Context: an optimization exercise on an open-source flow, tuned for small area, a short achievable clock period and few clock cycles. The choices shown serve that exercise and are no tape-out recipe.
At most, simulation tests tie the RTL to the original design; equivalence was not proved.

==> flow/design.v (excerpt) <==
module perceptron_trainer_fixed
#(
    parameter int             tam        = 16,
    parameter logic [tam-1:0] LR         = 16'h0400,
    parameter int             MAX_EPOCHS = 32
) (
    input  logic                 clk,
    input  logic                 rst,
    input  logic                 start,
    input  logic [3:0][tam-1:0]  in1,
    input  logic [3:0][tam-1:0]  in2,
    input  logic [3:0][tam-1:0]  d,
    input  logic [tam-1:0]       w0_init,
    input  logic [tam-1:0]       w1_init,
    input  logic [tam-1:0]       w2_init,
    output logic [tam-1:0]       w0,
    output logic [tam-1:0]       w1,
    output logic [tam-1:0]       w2,
    output logic                 busy,
    output logic                 done,
    output logic                 converged,
    output logic [7:0]           epoch_cnt
);
Size: roughly 1900 cells after synthesis, roughly 120 flip-flops, roughly 300 I/O pins, roughly 0.019 sq mm of cells after synthesis.
==> module perceptron_trainer_fixed, before the edit <==
module perceptron_trainer_fixed
#(
    parameter int             tam        = 16,
    parameter logic [tam-1:0] LR         = 16'h0400,
    parameter int             MAX_EPOCHS = 32
) (
    input  logic                 clk,
    input  logic                 rst,
    input  logic                 start,
    input  logic [3:0][tam-1:0]  in1,
    input  logic [3:0][tam-1:0]  in2,
    input  logic [3:0][tam-1:0]  d,
    input  logic [tam-1:0]       w0_init,
    input  logic [tam-1:0]       w1_init,
    input  logic [tam-1:0]       w2_init,
    output logic [tam-1:0]       w0,
    output logic [tam-1:0]       w1,
    output logic [tam-1:0]       w2,
    output logic                 busy,
    output logic                 done,
    output logic                 converged,
    output logic [7:0]           epoch_cnt
);
    logic           busy_q, done_q, conv_q;
    logic [tam-1:0] w0_q, w1_q, w2_q;
    logic [tam-1:0] x1_q, x2_q;
    logic [7:0]     x1o_q, x1t_q, x2o_q, x2t_q;    
    logic           t_q;
    logic [1:0]     idx_q, streak_q;
    logic [5:0]     epoch_q;
    logic           accept, upd, pos, err, limit, last;
    logic [4:0]     ctl_e [2];
    logic [4:0]     ctl_d;
    logic [1:0]     nidx;
    logic [tam-1:0] nx1, nx2;
    logic [tam-1:0] h0, h1, h2, w0_d, w1_d, w2_d;
    logic [tam-1:0] dx1, dx2, u0, u1, u2;
    assign accept = start && !busy_q;
    function automatic logic [7:0] b_one(input logic [tam-1:0] x);
        for (int k = 0; k < 8; k++)
            b_one[k] = x[2*k] ^ ((k == 0) ? 1'b0 : x[2*k-1]);
    endfunction
    function automatic logic [7:0] b_two(input logic [tam-1:0] x);
        logic h, m, l;
        for (int k = 0; k < 8; k++) begin
            h = x[2*k+1];
            m = x[2*k];
            l = (k == 0) ? 1'b0 : x[2*k-1];
            b_two[k] = (h & ~m & ~l) | (~h & m & l);
        end
    endfunction
    fixed_mul_q u_mac (
        .w0(w0_q),
        .w1(w1_q), .x1(x1_q), .x1one(x1o_q), .x1two(x1t_q),
        .w2(w2_q), .x2(x2_q), .x2one(x2o_q), .x2two(x2t_q),
        .pos(pos)
    );
    assign err = pos != t_q;
    assign dx1 = {{2{x1_q[tam-1]}}, x1_q[tam-1:2]};
    assign dx2 = {{2{x2_q[tam-1]}}, x2_q[tam-1:2]};
    assign u0  = {w0_q[tam-1:10] + (t_q ? 6'h01 : 6'h3F), w0_q[9:0]};
    assign u1  = w1_q + (dx1 ^ {tam{~t_q}}) + {{(tam-1){1'b0}}, ~t_q};
    assign u2  = w2_q + (dx2 ^ {tam{~t_q}}) + {{(tam-1){1'b0}}, ~t_q};
    assign last   = (idx_q == 2'd3);
    assign limit  = last && (epoch_q == 6'(MAX_EPOCHS));
    assign nidx   = busy_q ? idx_q + 2'd1 : 2'd0;
    assign nx1    = in1[nidx];
    assign nx2    = in2[nidx];
    always_comb begin
        for (int e = 0; e < 2; e++) begin
            logic clean, fin_e;
            clean = (e == 0) && (streak_q == 2'd3);
            fin_e = clean || limit;
            ctl_e[e] = {busy_q, done_q, conv_q, streak_q};
            if (rst) begin
                ctl_e[e][4:3] = 2'b00;
            end else if (accept) begin
                ctl_e[e] = {1'b1, 1'b0, conv_q, 2'd0};
            end else if (busy_q) begin
                ctl_e[e][2]   = clean;
                ctl_e[e][1:0] = (e == 0) ? streak_q + 2'd1 : 2'd0;
                if (fin_e) ctl_e[e][4:3] = 2'b01;
            end
        end
    end
    wsel #(.W(5)) u_selc (.s(err), .a(ctl_e[1]), .b(ctl_e[0]), .y(ctl_d));
    always_ff @(posedge clk) begin
        {busy_q, done_q, conv_q, streak_q} <= ctl_d;
    end
    wsel #(.W(1)) u_selu (.s(pos), .a(busy_q && !t_q), .b(busy_q && t_q), .y(upd));
    assign h0  = accept ? w0_init : w0_q;
    assign h1  = accept ? w1_init : w1_q;
    assign h2  = accept ? w2_init : w2_q;
    wsel #(.W(tam)) u_sel0 (.s(upd), .a(u0), .b(h0), .y(w0_d));
    wsel #(.W(tam)) u_sel1 (.s(upd), .a(u1), .b(h1), .y(w1_d));
    wsel #(.W(tam)) u_sel2 (.s(upd), .a(u2), .b(h2), .y(w2_d));
    always_ff @(posedge clk) begin
        w0_q <= w0_d;
        w1_q <= w1_d;
        w2_q <= w2_d;
    end
    always_ff @(posedge clk) begin
        x1_q  <= nx1;
        x2_q  <= nx2;
        x1o_q <= b_one(nx1);
        x1t_q <= b_two(nx1);
        x2o_q <= b_one(nx2);
        x2t_q <= b_two(nx2);
        t_q  <= (d[nidx] != '0);
        if (accept) begin
            idx_q    <= 2'd0;
            epoch_q  <= 6'd0;
        end else if (busy_q) begin
            idx_q    <= idx_q + 2'd1;
            if (idx_q == 2'd0) epoch_q <= epoch_q + 6'd1;
        end
    end
    assign w0        = w0_q;
    assign w1        = w1_q;
    assign w2        = w2_q;
    assign busy      = busy_q;
    assign done      = done_q;
    assign converged = conv_q;
    assign epoch_cnt = {2'b00, epoch_q};
endmodule
clock: 13.0 ns
lec_check: 0
cap_margin: 20
core_margin: 2
core_utilization: 40
cts_buf_list: sky130_fd_sc_hd__clkbuf_8
slew_margin: 20
synth_hierarchical: 1
synth_minimum_keep_size: 0
tns_end_percent: 10
standard.sh (not shown) runs the stock make flow with config.mk's settings and CLKGATE_MAP_FILE= SYNTH_SCRIPT=/design/flow/synth_recipe.tcl, a recipe that flattens the netlist after the stock synthesis.
==> flow/flow/run.sh <==
#!/bin/bash
set -euo pipefail
export SETUP_SLACK_MARGIN="$(cat flow/setup_margin)"
# Port buffers: the smallest plain buffer rather than buffer_ports' default pick.
export BUFFER_PORTS_ARGS="-buffer_cell sky130_fd_sc_hd__buf_1"
bash standard.sh finish > flow_make.log 2>&1
==> flow/flow/setup_margin <==
6.25
The starting point finished with timing, DRC and antenna clean.
Rerun with:
--- a/flow/design.v
+++ b/flow/design.v
@@ -1446,13 +1446,11 @@
     logic [tam-1:0] x1_q, x2_q;
     logic [7:0]     x1o_q, x1t_q, x2o_q, x2t_q;    
     logic           t_q;
     logic [1:0]     idx_q, streak_q;
     logic [5:0]     epoch_q;
-    logic           accept, upd, pos, err, limit, last;
-    logic [4:0]     ctl_e [2];
-    logic [4:0]     ctl_d;
+    logic           accept, upd, pos, err, fin, clean4, last;
     logic [1:0]     nidx;
     logic [tam-1:0] nx1, nx2;
     logic [tam-1:0] h0, h1, h2, w0_d, w1_d, w2_d;
     logic [tam-1:0] dx1, dx2, u0, u1, u2;
     assign accept = start && !busy_q;
@@ -1480,36 +1478,28 @@
     assign dx2 = {{2{x2_q[tam-1]}}, x2_q[tam-1:2]};
     assign u0  = {w0_q[tam-1:10] + (t_q ? 6'h01 : 6'h3F), w0_q[9:0]};
     assign u1  = w1_q + (dx1 ^ {tam{~t_q}}) + {{(tam-1){1'b0}}, ~t_q};
     assign u2  = w2_q + (dx2 ^ {tam{~t_q}}) + {{(tam-1){1'b0}}, ~t_q};
     assign last   = (idx_q == 2'd3);
-    assign limit  = last && (epoch_q == 6'(MAX_EPOCHS));
+    assign clean4 = (streak_q == 2'd3) && !err;
+    assign fin    = clean4 || (last && epoch_q == 6'(MAX_EPOCHS));
     assign nidx   = busy_q ? idx_q + 2'd1 : 2'd0;
     assign nx1    = in1[nidx];
     assign nx2    = in2[nidx];
-    always_comb begin
-        for (int e = 0; e < 2; e++) begin
-            logic clean, fin_e;
-            clean = (e == 0) && (streak_q == 2'd3);
-            fin_e = clean || limit;
-            ctl_e[e] = {busy_q, done_q, conv_q, streak_q};
-            if (rst) begin
-                ctl_e[e][4:3] = 2'b00;
-            end else if (accept) begin
-                ctl_e[e] = {1'b1, 1'b0, conv_q, 2'd0};
-            end else if (busy_q) begin
-                ctl_e[e][2]   = clean;
-                ctl_e[e][1:0] = (e == 0) ? streak_q + 2'd1 : 2'd0;
-                if (fin_e) ctl_e[e][4:3] = 2'b01;
-            end
-        end
-    end
-    wsel #(.W(5)) u_selc (.s(err), .a(ctl_e[1]), .b(ctl_e[0]), .y(ctl_d));
     always_ff @(posedge clk) begin
-        {busy_q, done_q, conv_q, streak_q} <= ctl_d;
+        if (rst) begin
+            busy_q <= 1'b0;
+            done_q <= 1'b0;
+        end else if (accept) begin
+            busy_q <= 1'b1;
+            done_q <= 1'b0;
+        end else if (busy_q && fin) begin
+            busy_q <= 1'b0;
+            done_q <= 1'b1;
+        end
     end
-    wsel #(.W(1)) u_selu (.s(pos), .a(busy_q && !t_q), .b(busy_q && t_q), .y(upd));
+    assign upd = busy_q && err;
     assign h0  = accept ? w0_init : w0_q;
     assign h1  = accept ? w1_init : w1_q;
     assign h2  = accept ? w2_init : w2_q;
     wsel #(.W(tam)) u_sel0 (.s(upd), .a(u0), .b(h0), .y(w0_d));
     wsel #(.W(tam)) u_sel1 (.s(upd), .a(u1), .b(h1), .y(w1_d));
@@ -1527,14 +1517,17 @@
         x2o_q <= b_one(nx2);
         x2t_q <= b_two(nx2);
         t_q  <= (d[nidx] != '0);
         if (accept) begin
             idx_q    <= 2'd0;
+            streak_q <= 2'd0;
             epoch_q  <= 6'd0;
         end else if (busy_q) begin
             idx_q    <= idx_q + 2'd1;
+            streak_q <= err ? 2'd0 : streak_q + 2'd1;
             if (idx_q == 2'd0) epoch_q <= epoch_q + 6'd1;
+            conv_q <= clean4;
         end
     end
     assign w0        = w0_q;
     assign w1        = w1_q;
     assign w2        = w2_q;
After rerunning: Cell area is about the same. Count of clock-buffer cells in the layout is unchanged. Routed wire length came out lower by about 6%. First-iteration DRC count came out lower by 7.1%. Non-clock buffer count came out higher by 1.
Testbench counts after the change, summed over its fixed seeds: cycles 6,410.
Function not checked in the first run of this note: the RTL went through the layout flow alone.

========
Another version of the RTL of perceptron_trainer_fixed (not shown whole).
For scale: ~2,000 cells after synthesis, roughly 120 flip-flops, about 300 I/O pins, about 18,000 µm² of cells after synthesis.
==> module perceptron_trainer_fixed, before the edit <==
module perceptron_trainer_fixed
#(
    parameter int             tam        = 16,
    parameter logic [tam-1:0] LR         = 16'h0400,
    parameter int             MAX_EPOCHS = 32
) (
    input  logic                 clk,
    input  logic                 rst,
    input  logic                 start,
    input  logic [3:0][tam-1:0]  in1,
    input  logic [3:0][tam-1:0]  in2,
    input  logic [3:0][tam-1:0]  d,
    input  logic [tam-1:0]       w0_init,
    input  logic [tam-1:0]       w1_init,
    input  logic [tam-1:0]       w2_init,
    output logic [tam-1:0]       w0,
    output logic [tam-1:0]       w1,
    output logic [tam-1:0]       w2,
    output logic                 busy,
    output logic                 done,
    output logic                 converged,
    output logic [7:0]           epoch_cnt
);
    logic           busy_q, done_q, conv_q;
    logic [tam-1:0] w0_q, w1_q, w2_q;
    logic [tam-1:0] x1_q, x2_q;
    logic [7:0]     x1o_q, x1t_q, x2o_q, x2t_q;    
    logic           t_q;
    logic [1:0]     idx_q, streak_q;
    logic [5:0]     epoch_q;
    logic           accept, pos, err, fin, clean4, last;
    logic [1:0]     nidx;
    logic [tam-1:0] nx1, nx2;
    logic [tam-1:0] dx1, dx2, u0, u1, u2;
    assign accept = start && !busy_q;
    function automatic logic [7:0] b_one(input logic [tam-1:0] x);
        for (int k = 0; k < 8; k++)
            b_one[k] = x[2*k] ^ ((k == 0) ? 1'b0 : x[2*k-1]);
    endfunction
    function automatic logic [7:0] b_two(input logic [tam-1:0] x);
        logic h, m, l;
        for (int k = 0; k < 8; k++) begin
            h = x[2*k+1];
            m = x[2*k];
            l = (k == 0) ? 1'b0 : x[2*k-1];
            b_two[k] = (h & ~m & ~l) | (~h & m & l);
        end
    endfunction
    fixed_mul_q u_mac (
        .w0(w0_q),
        .w1(w1_q), .x1(x1_q), .x1one(x1o_q), .x1two(x1t_q),
        .w2(w2_q), .x2(x2_q), .x2one(x2o_q), .x2two(x2t_q),
        .pos(pos)
    );
    assign err = pos != t_q;
    assign dx1 = {{2{x1_q[tam-1]}}, x1_q[tam-1:2]};
    assign dx2 = {{2{x2_q[tam-1]}}, x2_q[tam-1:2]};
    assign u0  = {w0_q[tam-1:10] + (t_q ? 6'h01 : 6'h3F), w0_q[9:0]};
    assign u1  = w1_q + (dx1 ^ {tam{~t_q}}) + {{(tam-1){1'b0}}, ~t_q};
    assign u2  = w2_q + (dx2 ^ {tam{~t_q}}) + {{(tam-1){1'b0}}, ~t_q};
    assign last   = (idx_q == 2'd3);
    assign clean4 = (streak_q == 2'd3) && !err;
    assign fin    = clean4 || (last && epoch_q == 6'(MAX_EPOCHS));
    assign nidx   = busy_q ? idx_q + 2'd1 : 2'd0;
    assign nx1    = in1[nidx];
    assign nx2    = in2[nidx];
    always_ff @(posedge clk) begin
        if (rst) begin
            busy_q <= 1'b0;
            done_q <= 1'b0;
        end else if (accept) begin
            busy_q <= 1'b1;
            done_q <= 1'b0;
        end else if (busy_q && fin) begin
            busy_q <= 1'b0;
            done_q <= 1'b1;
        end
    end
    always_ff @(posedge clk) begin
        if (rst) begin
            w0_q <= '0;
            w1_q <= '0;
            w2_q <= '0;
        end else if (accept) begin
            w0_q <= w0_init;
            w1_q <= w1_init;
            w2_q <= w2_init;
        end else if (busy_q && err) begin
            w0_q <= u0;
            w1_q <= u1;
            w2_q <= u2;
        end
    end
    always_ff @(posedge clk) begin
        x1_q  <= nx1;
        x2_q  <= nx2;
        x1o_q <= b_one(nx1);
        x1t_q <= b_two(nx1);
        x2o_q <= b_one(nx2);
        x2t_q <= b_two(nx2);
        t_q  <= (d[nidx] != '0);
        if (accept) begin
            idx_q    <= 2'd0;
            streak_q <= 2'd0;
            epoch_q  <= 6'd0;
        end else if (busy_q) begin
            idx_q    <= idx_q + 2'd1;
            streak_q <= err ? 2'd0 : streak_q + 2'd1;
            if (idx_q == 2'd0) epoch_q <= epoch_q + 6'd1;
            conv_q <= clean4;
        end
    end
    assign w0        = w0_q;
    assign w1        = w1_q;
    assign w2        = w2_q;
    assign busy      = busy_q;
    assign done      = done_q;
    assign converged = conv_q;
    assign epoch_cnt = {2'b00, epoch_q};
endmodule
export LEC_CHECK = 0
export CAP_MARGIN = 20
export CORE_MARGIN = 2
export CORE_UTILIZATION = 40
export CTS_BUF_LIST = sky130_fd_sc_hd__clkbuf_8
export SLEW_MARGIN = 20
export SYNTH_HIERARCHICAL = 1
export SYNTH_MINIMUM_KEEP_SIZE = 0
export TNS_END_PERCENT = 10
create_clock -name core_clock -period 13.0 [get_ports {clk}]
==> flow/flow/setup_margin <==
7
Scripts as last shown in full above: flow/flow/run.sh
The first run completed without violations.
Edit:
--- a/flow/design.v
+++ b/flow/design.v
@@ -1445,15 +1445,16 @@
     logic [tam-1:0] w0_q, w1_q, w2_q;
     logic [tam-1:0] x1_q, x2_q;
     logic [7:0]     x1o_q, x1t_q, x2o_q, x2t_q;    
     logic           t_q;
     logic [1:0]     idx_q, streak_q;
     logic [5:0]     epoch_q;
-    logic           accept, pos, err, fin, clean4, last;
+    logic           accept, upd, pos, err, fin, clean4, last;
     logic [1:0]     nidx;
     logic [tam-1:0] nx1, nx2;
+    logic [tam-1:0] h0, h1, h2, w0_d, w1_d, w2_d;
     logic [tam-1:0] dx1, dx2, u0, u1, u2;
     assign accept = start && !busy_q;
     function automatic logic [7:0] b_one(input logic [tam-1:0] x);
         for (int k = 0; k < 8; k++)
             b_one[k] = x[2*k] ^ ((k == 0) ? 1'b0 : x[2*k-1]);
     endfunction
@@ -1493,26 +1494,23 @@
             done_q <= 1'b0;
         end else if (busy_q && fin) begin
             busy_q <= 1'b0;
             done_q <= 1'b1;
         end
     end
+    assign upd = busy_q && err;
+    assign h0  = accept ? w0_init : w0_q;
+    assign h1  = accept ? w1_init : w1_q;
+    assign h2  = accept ? w2_init : w2_q;
+    wsel #(.W(tam)) u_sel0 (.s(upd), .a(u0), .b(h0), .y(w0_d));
+    wsel #(.W(tam)) u_sel1 (.s(upd), .a(u1), .b(h1), .y(w1_d));
+    wsel #(.W(tam)) u_sel2 (.s(upd), .a(u2), .b(h2), .y(w2_d));
     always_ff @(posedge clk) begin
-        if (rst) begin
-            w0_q <= '0;
-            w1_q <= '0;
-            w2_q <= '0;
-        end else if (accept) begin
-            w0_q <= w0_init;
-            w1_q <= w1_init;
-            w2_q <= w2_init;
-        end else if (busy_q && err) begin
-            w0_q <= u0;
-            w1_q <= u1;
-            w2_q <= u2;
-        end
+        w0_q <= w0_d;
+        w1_q <= w1_d;
+        w2_q <= w2_d;
     end
     always_ff @(posedge clk) begin
         x1_q  <= nx1;
         x2_q  <= nx2;
         x1o_q <= b_one(nx1);
         x1t_q <= b_two(nx1);
@@ -1535,6 +1533,17 @@
     assign w2        = w2_q;
     assign busy      = busy_q;
     assign done      = done_q;
     assign converged = conv_q;
     assign epoch_cnt = {2'b00, epoch_q};
 endmodule
+module wsel
+#(
+    parameter int W = 16
+) (
+    input  logic         s,
+    input  logic [W-1:0] a,
+    input  logic [W-1:0] b,
+    output logic [W-1:0] y
+);
+    assign y = s ? a : b;
+endmodule
Setup slack improved by 0.18 ns.
Synthesized area climbs by 3.5%.
Sequential share of layout area drops by 0.39 points.
Hold slack hardly moves.
Design area climbs by 2.7%.
Critical path depth climbs by 1.
Global-route usage drops by 1.9 points.
Non-clock buffer count drops by 7.
Flip-flop and latch count stays the same.
Fmax climbs by 2.8%.
Wire length drops by 6.2%.
Clock-buffer cell count climbs by 2.
Testbench counts after the change, summed over its fixed seeds: cycles 6,410.
For the first run of this note, only the layout was checked, not whether the RTL still works.

==> static timing again, ports no longer ideal <==
No port has a modelled driver above. Below, the same layouts with a new extraction and two added sets of constraints.
Step 1 (the two cells are an assumption about what drives the block):
set clk [get_ports {clk}]
set_driving_cell -lib_cell sky130_fd_sc_hd__clkbuf_16 $clk
set_driving_cell -lib_cell sky130_fd_sc_hd__buf_2 [delete_from_list [all_inputs] $clk]
Step 2 moves the port delays by t, midway between the first and last clock arrival at a register: inputs arrive t later, outputs are due t later. That takes back most of the time a late clock gives input paths.
Slacks: ideal ports / drivers / drivers and shift; pairs: ideal ports / drivers.
run	t (ns)	slack for setup (ns)	hold WS [ns]	latest minus earliest clock arrival (ns)	worst slew at a driven data input, ns
the first run of note 1	0.599	6.420 / 6.420 / 6.420	0.501 / 0.501 / 0.501	0.019 / 0.020	0.07
the second run of note 1	0.591	6.485 / 6.485 / 6.485	0.479 / 0.479 / 0.479	0.012 / 0.012	0.07
the first run of note 2	0.555	6.481 / 6.481 / 6.481	0.470 / 0.470 / 0.470	0.021 / 0.021	0.07
the second run of note 2	0.578	6.659 / 6.659 / 6.659	0.471 / 0.471 / 0.471	0.016 / 0.016	0.10
After both steps every run listed still meets setup and hold.
